Context: an optimization exercise on an open-source flow, tuned for small area, a short achievable clock period and few clock cycles per item. The choices shown serve that exercise and are no tape-out recipe.
Only simulation tests tie the RTL to the original design; equivalence was not proved.

== amber ==
## dehaze_top
module dehaze_top (
    input  logic         clk,
    input  logic         rst,
    input  logic         in_valid,
    output logic         in_ready,
    input  logic [215:0] window,
    input  logic [23:0]  atm,
    input  logic [47:0]  atm_inv,
    output logic         out_valid,
    input  logic         out_ready,
    output logic [23:0]  out_pixel
);
Size: ~540 flip-flops, roughly 320 I/O pins, ~51,000 sq um of cells after synthesis.
Settings: LEC_CHECK=0, ABC_AREA=1, CAP_MARGIN=20, CORE_MARGIN=2, CORE_UTILIZATION=40, SETUP_SLACK_MARGIN=5, SLEW_MARGIN=20; clock period 10.0 ns.
run.sh (not shown) runs the stock make flow with config.mk's settings and CLKGATE_MAP_FILE= SYNTH_SCRIPT=/design/flow/synth_recipe.tcl, a recipe that flattens the netlist after the stock synthesis.
Both conditions hold for amber: the flow ran to the end and the final layout passed the timing, design-rule and antenna checks.
Testbench counts of amber, summed over its fixed seeds: cycles 2,456, items 2,400.
diff inputs: amber => lagoon
diff --git a/flow/config.mk b/flow/config.mk
--- a/flow/config.mk
+++ b/flow/config.mk
@@ -9,5 +9,5 @@
 export CAP_MARGIN = 20
 export CORE_MARGIN = 2
-export CORE_UTILIZATION = 40
-export SETUP_SLACK_MARGIN = 5
+export CORE_UTILIZATION = 55
+export SETUP_SLACK_MARGIN = 4.0
 export SLEW_MARGIN = 20
--- outcome ---
- | HPWL after detailed placement | lagoon vs amber | about 3% lower |
- lagoon leaves less setup margin than amber.
- In the metrics for amber and lagoon, the one carrying the higher tightest hold margin is lagoon.
- lagoon vs. amber: count of final setup violators flat, number of clock buffers in the layout up 1.
- Non-clock buffer share of cell area is lower on lagoon
- Relative to amber, the number of gates given a new drive strength after cts of lagoon is lower by about 80%.
- lagoon was carried through to the last stage, and its layout satisfied the timing, design-rule and antenna checks.
- [lagoon vs amber] number of standard cells in the layout, taps in and fillers out: lower in lagoon
- On worst-margin pin slew: between amber and lagoon, it ends up higher for lagoon.
What xenon does differently from lagoon at the input level:
diff --git a/flow/config.mk b/flow/config.mk
--- a/flow/config.mk
+++ b/flow/config.mk
@@ -10,4 +10,4 @@
 export CORE_MARGIN = 2
 export CORE_UTILIZATION = 55
-export SETUP_SLACK_MARGIN = 4.0
+export SETUP_SLACK_MARGIN = 4.5
 export SLEW_MARGIN = 20
Findings:
Against lagoon, xenon reports a data required time at the worst endpoint that is lower. xenon was carried through to the last stage, and its layout satisfied the timing, design-rule and antenna checks.

---

== ember ==
dehaze_top, a different RTL version from the one above (not shown whole).
Size: roughly 5,800 cells after synthesis, roughly 700 flip-flops, about 51,000 um^2 of cells after synthesis.
make LEC_CHECK=0 ABC_AREA=1 CAP_MARGIN=20 CORE_MARGIN=2 CORE_UTILIZATION=55 SETUP_SLACK_MARGIN=5.0 SLEW_MARGIN=20 finish   # period 10.0 ns
Testbench counts of ember, summed over its fixed seeds: cycles 2,456, items 2,400.
[inputs] pepper vs ember
- swapping 5.0 for 4.3 in SETUP_SLACK_MARGIN
### Flow results
Diff ember..pepper | placed instance count | negligible. Between ember and pepper, the difference in number of antenna violations at the first check in global routing is negligible. Of pepper and ember, it is pepper that has the lower area added between synthesis and finish. Compared with ember, the detailed router inserted fewer vias in pepper. Global-route track usage on met2: pepper vs ember down 1.5 points. Relative to ember, the final non-filler cell total measured on pepper has decreased slightly. ember was larger in final cell area than pepper. The final reports for pepper and ember show share of the cycle needed by the critical path after routing higher in the former. Relative to ember, worst slack on hold paths has gone up in pepper. Delta(non-clock buffer count, pepper - ember) < 0. Comparing ember and pepper, the lower minimum setup slack in the final design was measured on pepper.
## Diff of input files: willow against pepper
- SETUP_SLACK_MARGIN: 4.3 -> 4.5
==> run notes <==
- Going from pepper to willow, the worst setup slack was found to have gone up by 0.16 ns.
- s2_m[5] as the launch point of the critical path was reported by pepper, and s2_m[1] by willow.
- Compare willow and pepper | endpoint required time on the critical path higher: willow
- From pepper to willow the numbers moved as follows: total setup buffers inserted after CTS rose by 15, met1 demand-to-capacity share in global routing decreased by 0.44 points relative to the old numbers, half-perimeter wire length after placement saw little to no change, number of non-clock inverters in the layout essentially unchanged, total number of multi-input combinational cells level.
- willow vs. pepper: post-layout net count has increased; via count has increased.

---

RTL: one of the versions met above, not the one the previous note started from.
Size in the first run: ~540 flip-flops, ~320 I/O pins, roughly 51,000 µm² of cells after synthesis.
make LEC_CHECK=0 ABC_AREA=1 CAP_MARGIN=20 CORE_MARGIN=2 CORE_UTILIZATION=65 SETUP_SLACK_MARGIN=4.5 SLEW_MARGIN=20 finish   # period 10.0 ns
The first run passed the timing, design-rule and antenna checks.
Testbench counts at the start, summed over its fixed seeds: cycles 2,456, items 2,400.
Change:
Settings changed: CORE_UTILIZATION 65 to 40.
The changed run went through all stages and came out clean.
Critical path depth does not change.
Wire length shrinks by 4.5%.
Final cell count came out higher by 7.8%.
Die area is higher by 62%.
Count of clock-buffer cells in the layout came out higher by 5.
Fmax climbs by 3.3%.
Sequential share of layout area barely changes.

==> separate check: timing with driven ports <==
Ports are ideal in the flow. The routed layouts listed here were re-timed in OpenROAD.
Step 1 sets driving cells, clkbuf_16 on the clock port and buf_2 on the other inputs (assumed; they add their load-dependent delay and slew).
Step 2 times the ports against the registers' clock, not the clock port: input delays grow and output delays shrink by t, the midpoint of the rising clock arrivals with the driver on.
Slacks: ideal ports / drivers / drivers and shift; pairs: ideal ports / drivers.
| run | t (ns) | setup WS [ns] | worst setup path after step 2 | clock arrival spread, ns | slew at the worst register clock pin (ns) |
|---|---|---|---|---|---|
| amber | 0.732 | 3.836 / 3.836 / 3.836 | register to register | 0.071 / 0.071 | 0.07 / 0.07 |
| lagoon | 0.730 | 3.777 / 3.777 / 3.461 | input to register | 0.030 / 0.030 | 0.07 / 0.07 |
| xenon | 0.736 | 3.973 / 3.973 / 3.877 | input to register | 0.025 / 0.025 | 0.07 / 0.07 |
| ember | 0.719 | 4.625 / 4.625 / 4.148 | input to register | 0.048 / 0.048 | 0.07 / 0.07 |
| pepper | 0.709 | 4.431 / 4.431 / 3.796 | input to register | 0.040 / 0.040 | 0.07 / 0.07 |
| willow | 0.714 | 4.596 / 4.596 / 3.929 | input to register | 0.037 / 0.037 | 0.07 / 0.07 |
| the first run of note 3 | 0.710 | 3.669 / 3.669 / 3.669 | register to register | 0.025 / 0.024 | 0.07 / 0.07 |
| the second run of note 3 | 0.704 | 3.871 / 3.871 / 3.871 | register to register | 0.028 / 0.027 | 0.07 / 0.07 |
After both steps setup and hold are still met in every run listed. For willow, which loses most, drivers alone change the setup slack by 0.000 ns; drivers and shift together by -0.667 ns.
